What follows belongs to an exercise in optimizing a design on an open flow for small area, a short achievable clock period and few clock cycles per item; a production flow would make more cautious choices. RTL that was checked went through simulation tests only; none was proved equivalent to the original. Power is estimated from default activity; no workload was simulated.

// multichannel_window_min_max_sum
module multichannel_window_min_max_sum (
  input  logic                                  clk,
  input  logic                                  rst,
  input  logic                                  in_valid,
  output logic                                  in_stall,
  input  logic [wmms_pkg::SAMPLE_BITS-1:0]      current_sample,
  input  logic [wmms_pkg::SAMPLE_BITS-1:0]      voltage_sample,
  input  logic [wmms_pkg::SAMPLE_BITS-1:0]      reference_sample,
  input  logic [wmms_pkg::SAMPLE_BITS-1:0]      temperature_sample,
  output logic                                  out_valid,
  input  logic                                  out_stall,
  output logic [wmms_pkg::CH_W-1:0]             channel,
  output logic [wmms_pkg::SUM_W-1:0]            window_sum,
  output logic [wmms_pkg::SAMPLE_BITS-1:0]      window_max,
  output logic [wmms_pkg::SAMPLE_BITS-1:0]      window_min,
  output logic [wmms_pkg::CNT_W-1:0]            scan_total,
  output logic                                  last,
  input  logic                                  cfg_valid,
  output logic                                  cfg_ready,
  input  logic [wmms_pkg::CFG_IDX_W-1:0]        cfg_index,
  input  logic [wmms_pkg::CFG_DATA_W-1:0]       cfg_data
);
For scale: ~3200 cells after synthesis, about 620 flip-flops, ~150 I/O pins, roughly 36000 um^2 of cells after synthesis.
export LEC_CHECK = 0
export CAP_MARGIN = 20
export CORE_MARGIN = 2
export CORE_UTILIZATION = 40
export CTS_BUF_LIST = sky130_fd_sc_hd__clkbuf_8
export SETUP_SLACK_MARGIN = 5.0
export SLEW_MARGIN = 20
create_clock -name core_clock -period 8.0 [get_ports {clk}]
standard.sh (not shown) runs the stock make flow with config.mk's settings and CLKGATE_MAP_FILE= SYNTH_SCRIPT=/design/flow/synth_recipe.tcl, a recipe that flattens the netlist after the stock synthesis.
==> flow/flow/run.sh <==
#!/bin/bash
set -euo pipefail
export BUFFER_PORTS_ARGS="-buffer_cell sky130_fd_sc_hd__buf_2"
export CTS_ARGS="-sink_clustering_enable -repair_clock_nets -buf_list sky130_fd_sc_hd__clkbuf_8 -dont_use_dummy_load"
bash standard.sh > standard.log 2>&1
Then changed:
--- a/flow/design.v
+++ b/flow/design.v
@@ -28,31 +28,28 @@
   output logic                                  cfg_ready,
   input  logic [wmms_pkg::CFG_IDX_W-1:0]        cfg_index,
   input  logic [wmms_pkg::CFG_DATA_W-1:0]       cfg_data
 );
   logic [15:0] win_len;       
   logic        win_zero;      
-  logic [11:0] offset;
   logic [11:0] neg_off;       
   logic        off_zero;
   assign cfg_ready  = 1'b1;
   assign scan_total = {win_len[15:1], win_len[0] | win_zero};
   always_ff @(posedge clk) begin
     if (rst) begin
       win_len  <= 16'd1008;
       win_zero <= 1'b0;
-      offset  <= 12'd0;
       neg_off  <= 12'd0;
       off_zero <= 1'b1;
     end else if (cfg_valid) begin
       if (cfg_index == 2'd0) begin
         win_len  <= cfg_data;
         win_zero <= (cfg_data == 16'd0);
       end
       if (cfg_index == 2'd1) begin
-        offset   <= cfg_data[11:0];
         neg_off  <= 12'd0 - cfg_data[11:0];
         off_zero <= (cfg_data[11:0] == 12'd0);
       end
     end
   end
   logic        adv;           
Critical path depth goes up by 1.
Fmax goes up slightly.
Cell area goes down slightly.
Via count goes down slightly.
Routed wire length goes down slightly.
Count of clock-buffer cells in the layout stays the same.
First-iteration DRC count goes up by a few percent.
Cell count goes down slightly.
Total power goes down slightly.
Core utilization goes down by 0.36 points.
Sequential share of layout area goes up by 0.33 points.
Die area stays flat.
Setup slack improves by 0.011 ns.
Worst hold slack improves by 0.0035 ns.
Testbench counts after the change, summed over its fixed seeds: cycles 50,655, scans 49,741.
Function not checked in the first run of this note: the RTL went through the layout flow alone.


The RTL this note starts from:
==> flow/design.v <==
package wmms_pkg;
  localparam int SAMPLE_BITS = 12;
  localparam int NUM_CH      = 5;
  localparam int CH_W        = 3;
  localparam int SUM_W       = 28;
  localparam int CNT_W       = 16;
  localparam int CFG_IDX_W   = 2;
  localparam int CFG_DATA_W  = 16;
endpackage
module multichannel_window_min_max_sum (
  input  logic                                  clk,
  input  logic                                  rst,
  input  logic                                  in_valid,
  output logic                                  in_stall,
  input  logic [wmms_pkg::SAMPLE_BITS-1:0]      current_sample,
  input  logic [wmms_pkg::SAMPLE_BITS-1:0]      voltage_sample,
  input  logic [wmms_pkg::SAMPLE_BITS-1:0]      reference_sample,
  input  logic [wmms_pkg::SAMPLE_BITS-1:0]      temperature_sample,
  output logic                                  out_valid,
  input  logic                                  out_stall,
  output logic [wmms_pkg::CH_W-1:0]             channel,
  output logic [wmms_pkg::SUM_W-1:0]            window_sum,
  output logic [wmms_pkg::SAMPLE_BITS-1:0]      window_max,
  output logic [wmms_pkg::SAMPLE_BITS-1:0]      window_min,
  output logic [wmms_pkg::CNT_W-1:0]            scan_total,
  output logic                                  last,
  input  logic                                  cfg_valid,
  output logic                                  cfg_ready,
  input  logic [wmms_pkg::CFG_IDX_W-1:0]        cfg_index,
  input  logic [wmms_pkg::CFG_DATA_W-1:0]       cfg_data
);
  logic [15:0] win_len;
  logic [11:0] offset;
  logic [11:0] neg_off;       
  logic        off_zero;
  assign cfg_ready  = 1'b1;
  assign scan_total = win_len;
  always_ff @(posedge clk) begin
    if (rst) begin
      win_len <= 16'd1008;
      offset  <= 12'd0;
      neg_off  <= 12'd0;
      off_zero <= 1'b1;
    end else if (cfg_valid) begin
      if (cfg_index == 2'd0) win_len <= (cfg_data == 16'd0) ? 16'd1 : cfg_data;
      if (cfg_index == 2'd1) begin
        offset   <= cfg_data[11:0];
        neg_off  <= 12'd0 - cfg_data[11:0];
        off_zero <= (cfg_data[11:0] == 12'd0);
      end
    end
  end
  logic        adv;
  logic [11:0] in_corr [4];    
  logic [3:0]  in_ok;           
  logic [11:0] raw     [4];
  logic [15:0] rem;           
  logic        in_first;      
  logic        in_close;
  logic        accept;
  logic        sk_v, sk_close, sk_first;
  logic [11:0] sk_d [4];
  logic [3:0]  sk_ok;
  logic        src_v, src_close, src_first, enter;
  logic [11:0] src_d [4];
  logic [3:0]  src_ok;
  logic [2:0]  gap;           
  logic        gap_ok;
  assign adv = !(out_valid && out_stall);
  assign raw[0] = current_sample;
  assign raw[1] = voltage_sample;
  assign raw[2] = reference_sample;
  assign raw[3] = temperature_sample;
  always_comb begin
    for (int k = 0; k < 4; k++) begin
      logic [12:0] d;
      d = {1'b0, raw[k]} + {1'b0, neg_off};
      in_corr[k] = d[11:0];
      in_ok[k]   = d[12] || off_zero;
    end
  end
  assign in_stall = sk_v;
  assign accept   = in_valid && !sk_v;
  assign in_close = (rem == 16'd1);
  assign src_v     = sk_v || accept;
  assign src_close = sk_v ? sk_close : in_close;
  assign src_first = sk_v ? sk_first : in_first;
  always_comb begin
    for (int k = 0; k < 4; k++) src_d[k] = sk_v ? sk_d[k] : in_corr[k];
    src_ok = sk_v ? sk_ok : in_ok;
  end
  assign gap_ok = gap[2];
  assign enter = adv && src_v && (!src_close || gap_ok);
  always_ff @(posedge clk) begin
    if (rst) begin
      rem      <= 16'd1008;
      in_first <= 1'b1;
      sk_v     <= 1'b0;
      gap      <= 3'd4;
    end else begin
      if (cfg_valid && cfg_index == 2'd0) begin
        rem <= (cfg_data == 16'd0) ? 16'd1 : cfg_data;
      end else if (accept) begin
        rem <= in_close ? win_len : rem - 16'd1;
      end
      if (accept) in_first <= in_close;
      if (sk_v) begin
        if (enter) sk_v <= 1'b0;
      end else if (accept && !enter) begin
        sk_v <= 1'b1;
      end
      if (adv) begin
        if (enter && src_close) gap <= 3'd0;
        else if (!gap_ok)       gap <= gap + 3'd1;
      end
    end
  end
  always_ff @(posedge clk) begin
    if (!sk_v) begin
      sk_close <= in_close;
      sk_first <= in_first;
      sk_ok    <= in_ok;
      for (int k = 0; k < 4; k++) sk_d[k] <= in_corr[k];
    end
  end
  logic [5:0]  p_v;
  logic [5:0]  p_cl;
  logic [4:0]  p_fi;
  logic [11:0] p0_r [4];      
  logic [3:0]  p0_ok;
  logic [11:0] p0_d [4];      
  logic [11:0] p1_d [3];      
  logic [11:0] p2_d [2];      
  logic [11:0] p3_d;          
  logic [11:0] p1_ms, p1_mc;
  logic        p1_mk, p1_s, p2_s;
  logic [17:0] p2_ms, p2_mc;
  logic [11:0] p1_c0;
  logic [11:0] p3_pw, p4_pw;
  function automatic logic [35:0] csa(logic [17:0] a, logic [17:0] b, logic [17:0] c);
    csa = {a ^ b ^ c, ((a & b) | (a & c) | (b & c)) << 1};
  endfunction
  function automatic logic [107:0] pprows(logic [11:0] x, logic [5:0] g);
    for (int i = 0; i < 6; i++) pprows[18*i +: 18] = {6'd0, x & {12{g[i]}}} << i;
  endfunction
  function automatic logic [25:0] mstep1(logic [11:0] x, logic [5:0] g);
    logic [107:0] r;
    logic [35:0]  ta, tb, tc, td;
    logic [6:0]   lo;
    r  = pprows(x, g);
    ta = csa(r[17:0], r[35:18], r[53:36]);
    tb = csa(r[71:54], r[89:72], r[107:90]);
    tc = csa(ta[35:18], ta[17:0], tb[35:18]);
    td = csa(tc[35:18], tc[17:0], tb[17:0]);
    lo = {1'b0, td[23:18]} + {1'b0, td[5:0]};
    mstep1 = {td[35:24], td[17:6], lo[6], (lo[5:0] != 6'd0)};
  endfunction
  function automatic logic [35:0] mstep2(logic [11:0] ms, logic [11:0] mc, logic mk,
                                         logic [11:0] x, logic [5:0] g);
    logic [107:0] r;
    logic [35:0]  ta, tb, tc, td, te, tf;
    r  = pprows(x, g);
    ta = csa({6'd0, ms}, {6'd0, mc}, r[17:0]);
    tb = csa(r[35:18], r[53:36], r[71:54]);
    ta[0] = mk;               
    tc = csa(ta[35:18], ta[17:0], tb[35:18]);
    td = csa(tb[17:0], r[89:72], r[107:90]);
    te = csa(tc[35:18], tc[17:0], td[35:18]);
    tf = csa(te[35:18], te[17:0], td[17:0]);
    mstep2 = tf;
  endfunction
  always_comb begin
    for (int k = 0; k < 4; k++) p0_d[k] = p0_r[k] & {12{p0_ok[k]}};
  end
  logic [25:0] ma;
  logic [35:0] mb;
  logic [17:0] mr;
  assign ma = mstep1(p0_d[0], p0_d[1][5:0]);
  assign mb = mstep2(p1_ms, p1_mc, p1_mk, p1_c0, p1_d[0][11:6]);
  assign mr = p2_ms + p2_mc + {14'd0, p2_s, !p2_s, !p2_s, !p2_s};
  always_ff @(posedge clk) begin
    if (rst) begin
      p_v <= '0;
    end else if (adv) begin
      p_v <= {p_v[4:0], enter};
    end
  end
  always_ff @(posedge clk) begin
    if (adv) begin
      p_cl  <= {p_cl[4:0], src_close};
      p_fi  <= {p_fi[3:0], src_first};
      for (int k = 0; k < 4; k++) p0_r[k] <= src_d[k];
      p0_ok <= src_ok;
      for (int k = 0; k < 3; k++) p1_d[k] <= p0_d[k+1];
      for (int k = 0; k < 2; k++) p2_d[k] <= p1_d[k+1];
      p3_d  <= p2_d[1];
      {p1_ms, p1_mc, p1_mk, p1_s} <= ma;
      p1_c0 <= p0_d[0];
      {p2_ms, p2_mc} <= mb;
      p2_s  <= p1_s;
      p3_pw <= mr[17:6];
      p4_pw <= p3_pw;
    end
  end
  logic [11:0] acc_in [5];
  logic [11:0] a_lo [5];
  logic        a_cy [5];
  logic [15:0] a_hi [5];
  logic [11:0] a_max [5];
  logic [11:0] a_min [5];
  assign acc_in[0] = p0_d[0];
  assign acc_in[1] = p1_d[0];
  assign acc_in[2] = p2_d[0];
  assign acc_in[3] = p3_d;
  assign acc_in[4] = p4_pw;
  always_ff @(posedge clk) begin
    for (int c = 0; c < 5; c++) begin
      if (adv && p_v[c]) begin
        if (p_fi[c]) begin
          a_lo[c]  <= acc_in[c];
          a_cy[c]  <= 1'b0;
          a_hi[c]  <= 16'd0;
          a_max[c] <= acc_in[c];
          a_min[c] <= acc_in[c];
        end else begin
          {a_cy[c], a_lo[c]} <= {1'b0, a_lo[c]} + {1'b0, acc_in[c]};
          a_hi[c]  <= a_hi[c] + {15'd0, a_cy[c]};
          if (acc_in[c] > a_max[c]) a_max[c] <= acc_in[c];
          if (acc_in[c] < a_min[c]) a_min[c] <= acc_in[c];
        end
      end
    end
  end
  logic [4:0] sel;
  always_comb begin
    for (int c = 0; c < 5; c++) sel[c] = p_v[c+1] && p_cl[c+1];
  end
  logic [11:0] o_lo, o_max, o_min;
  logic [15:0] o_hi;
  logic        o_cy;
  always_comb begin
    o_lo  = '0;
    o_cy  = 1'b0;
    o_hi  = '0;
    o_max = '0;
    o_min = '0;
    for (int c = 0; c < 5; c++) begin
      if (sel[c]) begin
        o_lo  = a_lo[c];
        o_cy  = a_cy[c];
        o_hi  = a_hi[c];
        o_max = a_max[c];
        o_min = a_min[c];
      end
    end
  end
  always_ff @(posedge clk) begin
    if (rst) begin
      out_valid <= 1'b0;
    end else if (adv) begin
      out_valid <= |sel;
    end
  end
  always_ff @(posedge clk) begin
    if (adv) begin
      channel    <= {sel[4], sel[2] | sel[3], sel[1] | sel[3]};
      last       <= sel[4];
      window_sum <= {o_hi + {15'd0, o_cy}, o_lo};
      window_max <= o_max;
      window_min <= o_min;
    end
  end
endmodule
clock: 8.0 ns
lec_check: 0
cap_margin: 20
core_margin: 2
core_utilization: 40
cts_buf_list: sky130_fd_sc_hd__clkbuf_8
setup_slack_margin: 5.0
slew_margin: 20
run.sh (not shown) runs the stock make flow with config.mk's settings and CLKGATE_MAP_FILE= SYNTH_SCRIPT=/design/flow/synth_recipe.tcl, a recipe that flattens the netlist after the stock synthesis.
Stock flow here: none of the scripts above is used.
The starting point ran to the end with no violations.
Edit:
--- a/flow/design.v
+++ b/flow/design.v
@@ -30,18 +30,23 @@
   input  logic [wmms_pkg::CFG_DATA_W-1:0]       cfg_data
 );
-  logic [15:0] win_len;
+  logic [15:0] win_len;       
+  logic        win_zero;      
   logic [11:0] offset;
   logic [11:0] neg_off;       
   logic        off_zero;
   assign cfg_ready  = 1'b1;
-  assign scan_total = win_len;
-  always_ff @(posedge clk) begin
-    if (rst) begin
-      win_len <= 16'd1008;
+  assign scan_total = {win_len[15:1], win_len[0] | win_zero};
+  always_ff @(posedge clk) begin
+    if (rst) begin
+      win_len  <= 16'd1008;
+      win_zero <= 1'b0;
       offset  <= 12'd0;
       neg_off  <= 12'd0;
       off_zero <= 1'b1;
     end else if (cfg_valid) begin
-      if (cfg_index == 2'd0) win_len <= (cfg_data == 16'd0) ? 16'd1 : cfg_data;
+      if (cfg_index == 2'd0) begin
+        win_len  <= cfg_data;
+        win_zero <= (cfg_data == 16'd0);
+      end
       if (cfg_index == 2'd1) begin
         offset   <= cfg_data[11:0];
@@ -82,5 +87,5 @@
   assign in_stall = sk_v;
   assign accept   = in_valid && !sk_v;
-  assign in_close = (rem == 16'd1);
+  assign in_close = (rem[15:1] == 15'd0);
   assign src_v     = sk_v || accept;
   assign src_close = sk_v ? sk_close : in_close;
@@ -100,5 +105,5 @@
     end else begin
       if (cfg_valid && cfg_index == 2'd0) begin
-        rem <= (cfg_data == 16'd0) ? 16'd1 : cfg_data;
+        rem <= cfg_data;
       end else if (accept) begin
         rem <= in_close ? win_len : rem - 16'd1;
@@ -147,5 +152,7 @@
     logic [107:0] r;
     logic [35:0]  ta, tb, tc, td;
-    logic [6:0]   lo;
+    logic [5:0]   gl, pl;
+    logic         k, zero;
+    logic [6:0]   tx, tg;
     r  = pprows(x, g);
     ta = csa(r[17:0], r[35:18], r[53:36]);
@@ -153,6 +160,17 @@
     tc = csa(ta[35:18], ta[17:0], tb[35:18]);
     td = csa(tc[35:18], tc[17:0], tb[17:0]);
-    lo = {1'b0, td[23:18]} + {1'b0, td[5:0]};
-    mstep1 = {td[35:24], td[17:6], lo[6], (lo[5:0] != 6'd0)};
+    gl = td[23:18] & td[5:0];
+    pl = td[23:18] | td[5:0];
+    k  = gl[5] | (pl[5] & gl[4]) | (&pl[5:4] & gl[3]) | (&pl[5:3] & gl[2])
+       | (&pl[5:2] & gl[1]);
+    tx[0] = 1'b1;
+    tg[0] = 1'b1;
+    for (int i = 1; i <= 6; i++) begin
+      tx[i] = tx[i-1] & !x[i-1];
+      tg[i] = tg[i-1] & !g[i-1];
+    end
+    zero = 1'b0;
+    for (int i = 0; i <= 6; i++) zero = zero | (tx[i] & tg[6-i]);
+    mstep1 = {td[35:24], td[17:6], k, !zero};
   endfunction
   function automatic logic [35:0] mstep2(logic [11:0] ms, logic [11:0] mc, logic mk,
Effect:
- The new run went through all stages and came out clean
- total power hardly moves
- worst setup slack improves by 0.30 ns
- clock power is about the same
- worst hold slack hardly moves
- non-clock buffer count goes down by 15
- maximum frequency rises by 10%
Testbench counts after the change, summed over its fixed seeds: cycles 49,965, scans 49,741.
Function not checked in the first run of this note: the RTL went through the layout flow alone.

==> static timing again, ports no longer ideal <==
No port has a modelled driver above. Below, the same layouts with a new extraction and two added sets of constraints. Step 1, drivers: a clkbuf_16 drives clk and a buf_2 each remaining input, both assumed. Step 2 also shifts input and output timing later by t, the mid clock arrival at the registers, as if the neighbouring blocks saw the same clock. a / b / c = ideal / step 1 / step 2; a / b = the first two.
run | t, ns | setup WS [ns] | hold slack, ns | worst data-port slew with drivers (ns)
the first run of note 1 | 0.738 | 4.918 / 4.918 / 4.297 | 0.370 / 0.370 / 0.370 | 0.10
the second run of note 1 | 0.738 | 4.929 / 4.939 / 4.221 | 0.374 / 0.374 / 0.374 | 0.10
the first run of note 2 | 0.797 | 4.663 / 4.663 / 4.190 | 0.410 / 0.410 / 0.410 | 0.08
the second run of note 2 | 0.809 | 4.968 / 4.907 / 4.272 | 0.409 / 0.409 / 0.409 | 0.06
After both steps every run listed still meets setup and hold. For the second run of note 1, which loses most, drivers alone change the setup slack by +0.010 ns; drivers and shift together by -0.708 ns.
